What follows belongs to an exercise in optimizing a design on an open flow for small area; a production flow would make more cautious choices.
The RTL was checked by simulation tests, not by an equivalence proof against the original design.
Power figures rest on the tool's default switching activity, not on a simulated workload. The clock port is modelled as an ideal driver; clocking choices that lean on that would not hold on a real chip.

Setup of job 8013:
Design tl_ul_slave_top, start of the top module:
module tl_ul_slave_top #(
	parameter int DEPTH = 64  
) (
	input  logic                   clk,
	input  logic                   rst,
	input  logic                   a_valid,
	output logic                   a_ready,
	input  logic [tl_opcode_w-1:0] a_opcode,
	input  logic [tl_param_w-1:0]  a_param,    
	input  logic [tl_addr_w-1:0]   a_address,
	input  logic [tl_size_w-1:0]   a_size,
	input  logic [tl_strb_w-1:0]   a_mask,
	input  logic [tl_data_w-1:0]   a_data,
	input  logic [tl_source_w-1:0] a_source,
	output logic                   d_valid,
	input  logic                   d_ready,
	output logic [tl_opcode_w-1:0] d_opcode,
	output logic [tl_param_w-1:0]  d_param,
	output logic [tl_size_w-1:0]   d_size,
	output logic [tl_sink_w-1:0]   d_sink,
	output logic [tl_source_w-1:0] d_source,
	output logic [tl_data_w-1:0]   d_data,
	output logic                   d_error
);
Settings: LEC_CHECK=0, ABC_AREA=1, CAP_MARGIN=20, CORE_MARGIN=2, CORE_UTILIZATION=65, SLEW_MARGIN=20; clock period 5.5 ns.
run.sh (not shown) runs the stock make flow with config.mk's settings and CLKGATE_MAP_FILE= SYNTH_SCRIPT=/design/flow/synth_recipe.tcl, a recipe that flattens the netlist after the stock synthesis.
In summary, job 8013 completed successfully, with a layout that passed the timing, design-rule and antenna checks.
Relative to job 8013, the following input files were edited for job 1002:
==> flow/flow/run.sh (new file) <==
#!/bin/bash
# Own flow: the standard ORFS layout (standard.sh, unchanged synthesis) with
#  - the smallest buffer on every port instead of ORFS's default choice,
#  - clock tree synthesis without dummy loads, with larger sink clusters.
set -euo pipefail
export BUFFER_PORTS_ARGS="-buffer_cell sky130_fd_sc_hd__buf_1"
export CTS_ARGS="-sink_clustering_enable -repair_clock_nets -dont_use_dummy_load -buf_list sky130_fd_sc_hd__clkbuf_16 -sink_clustering_size ${CTS_SIZE:-30} -sink_clustering_max_diameter ${CTS_DIAM:-60}"
bash standard.sh > standard_flow.log 2>&1
==> flow/standard.sh (new file) <==
#!/bin/bash
# synth_recipe.tcl (not shown) runs the flow's synth.tcl, then flattens the netlist and writes it again
# the make line also repeats each setting of config.mk as NAME=value (left out here)
make -C /OpenROAD-flow-scripts/flow DESIGN_CONFIG=/design/flow/config.mk WORK_HOME=/design/flow/orfs CLKGATE_MAP_FILE= SYNTH_SCRIPT=/design/flow/synth_recipe.tcl "${@:-finish}"
removed: flow/run.sh
Notes after the runs:
Global-route track usage on met2 (lower): job 1002. Of job 8013 and job 1002, the run reporting the higher design area was job 8013. On sequential share of layout area: between job 8013 and job 1002, it ends up higher for job 1002. Status | job 8013 and job 1002 | clean. Job 1002 against job 8013; post-place instance area is down slightly. The final reports for job 1002 and job 8013 show net count of the finished layout lower in the former. Against job 8013, job 1002 reports a power dissipated in combinational cells that is lower. Relative contribution of the clock network to total power delta for job 1002 relative to job 8013: 14 points lower.
Setup changes, job 1002 to job 4711
==> flow/run.sh (new file) <==
#!/bin/bash
# synth_recipe.tcl (not shown) runs the flow's synth.tcl, then flattens the netlist and writes it again
# the make line also repeats each setting of config.mk as NAME=value (left out here)
make -C /OpenROAD-flow-scripts/flow DESIGN_CONFIG=/design/flow/config.mk WORK_HOME=/design/flow/orfs CLKGATE_MAP_FILE= SYNTH_SCRIPT=/design/flow/synth_recipe.tcl finish
--- a/flow/config.mk
+++ b/flow/config.mk
@@ -10,3 +10,6 @@
 export CORE_MARGIN = 2
 export CORE_UTILIZATION = 65
+export CTS_BUF_LIST = sky130_fd_sc_hd__clkbuf_16
+export CTS_CLUSTER_DIAMETER = 45
+export CTS_CLUSTER_SIZE = 40
 export SLEW_MARGIN = 20
removed: flow/flow/run.sh
removed: flow/standard.sh
## What came out
Lower met2 wire length goes to job 1002 over job 4711.
Job 1002 tops out at a higher clock frequency than job 4711.
Looking at topmost layer with routed signal wires, the met5 result is from job 4711; the met4 one comes from job 1002.
Against job 1002, job 4711 comes in 27 ps higher on worst hold slack.
Of job 4711 and job 1002, the lower final period demand of the worst path belongs to job 1002.
The initial detailed-routing violation count in job 4711 is 1.08 times that in job 1002.
Wire length: job 4711 vs job 1002 up 3.4%
Worst path arrival time was lower in job 1002 than in job 4711.
Sort job 4711 and job 1002 by non-clock buffer total of the final layout, ascending, and job 1002 comes first.
Job 4711: wire length on met3 1.1% below job 1002
Input-level comparison between job 9396 and job 4711:
--- a/flow/config.mk
+++ b/flow/config.mk
@@ -11,5 +11,5 @@
 export CORE_UTILIZATION = 65
 export CTS_BUF_LIST = sky130_fd_sc_hd__clkbuf_16
-export CTS_CLUSTER_DIAMETER = 45
-export CTS_CLUSTER_SIZE = 40
+export CTS_CLUSTER_DIAMETER = 60
+export CTS_CLUSTER_SIZE = 30
 export SLEW_MARGIN = 20
Findings:
In the flow results for job 9396 and job 4711, the final standard cell count with taps included and fillers excluded is larger on job 4711. The run showing the greater total power is job 4711. In job 9396 the number of vias after detailed routing turned out 534 lower than in job 4711.

Another version of the RTL of tl_ul_slave_top (not shown whole).
For scale: about 4200 flip-flops, roughly 210 I/O pins, ~87000 um2 of cells after synthesis.
Design tl_ul_slave_top, start of the top module:
module tl_ul_slave_top #(
	parameter int DEPTH = 64  
) (
	input  logic                   clk,
	input  logic                   rst,
	input  logic                   a_valid,
	output logic                   a_ready,
	input  logic [tl_opcode_w-1:0] a_opcode,
	input  logic [tl_param_w-1:0]  a_param,    
	input  logic [tl_addr_w-1:0]   a_address,
	input  logic [tl_size_w-1:0]   a_size,
	input  logic [tl_strb_w-1:0]   a_mask,
	input  logic [tl_data_w-1:0]   a_data,
	input  logic [tl_source_w-1:0] a_source,
	output logic                   d_valid,
	input  logic                   d_ready,
	output logic [tl_opcode_w-1:0] d_opcode,
	output logic [tl_param_w-1:0]  d_param,
	output logic [tl_size_w-1:0]   d_size,
	output logic [tl_sink_w-1:0]   d_sink,
	output logic [tl_source_w-1:0] d_source,
	output logic [tl_data_w-1:0]   d_data,
	output logic                   d_error
);
clock: 5.5 ns
lec_check: 0
cap_margin: 20
core_margin: 2
core_utilization: 72
slew_margin: 20
standard.sh (not shown) runs the stock make flow with config.mk's settings and CLKGATE_MAP_FILE= SYNTH_SCRIPT=/design/flow/synth_recipe.tcl, a recipe that flattens the netlist after the stock synthesis.
==> flow/flow/run.sh <==
#!/bin/bash
# Own flow: the standard ORFS layout (standard.sh, unchanged synthesis) with
#  - the smallest buffer on every port instead of ORFS's default choice,
#  - clock tree synthesis without dummy loads, with larger sink clusters.
set -euo pipefail
export BUFFER_PORTS_ARGS="-buffer_cell sky130_fd_sc_hd__buf_1"
export CTS_ARGS="-sink_clustering_enable -repair_clock_nets -dont_use_dummy_load -buf_list sky130_fd_sc_hd__clkbuf_16 -sink_clustering_size ${CTS_SIZE:-36} -sink_clustering_max_diameter ${CTS_DIAM:-70}"
bash standard.sh > standard_flow.log 2>&1
==> next run, changes <==
- ABC_AREA: default -> 1
- CORE_UTILIZATION: 72 -> 65
=>
- worst setup slack gets worse by 0.64 ns
- worst hold slack is better by 0.032 ns
- fmax shrinks by 16%
==> next run, changes <==
- ABC_AREA: 1 -> default
- CORE_UTILIZATION: 65 -> 55
After rerunning: Total power rises by 0.67%; wire length goes up by about 0.6%; sequential cell count is unchanged; final area barely changes.
==> next run, changes <==
- CORE_UTILIZATION: 55 -> 65
What happened: Synthesized area stays the same. Clock power is about the same. Clock-buffer cell count stays the same. Die area decreases by 15%. Worst setup slack improves by 0.18 ns. Cell area decreases by 0.36%. Synthesized cell count does not change. Routed wire length decreases by 3.1%. Total power is about the same.

==> afterwards: timing with drivers on the ports <==
How much do the figures lean on ideal ports? The routed layouts below were timed once more, with nothing changed but the port constraints. Step 1 sets driving cells, clkbuf_16 on the clock port and buf_2 on the other inputs (assumed; they add their load-dependent delay and slew). Step 2 times the ports against the registers' clock, not the clock port: input delays grow and output delays shrink by t, the midpoint of the rising clock arrivals with the driver on. Three values: ideal ports, drivers, drivers and shift; two values: the first two.
run	t, ns	setup slack, ns	worst data-port slew with drivers (ns)
job 8013	0.948	1.503 / 1.433 / 1.901	0.17
job 1002	0.839	1.816 / 1.744 / 2.399	0.13
job 4711	0.884	1.514 / 1.441 / 1.891	0.16
job 9396	0.863	1.535 / 1.466 / 1.926	0.14
the first run of note 2	0.839	2.249 / 2.249 / 2.249	0.20
the second run of note 2	0.846	1.612 / 1.535 / 2.299	0.19
the third run of note 2	0.830	2.113 / 2.113 / 2.113	0.21
the fourth run of note 2	0.833	2.293 / 2.293 / 2.293	0.20
After both steps every run listed still meets setup and hold.
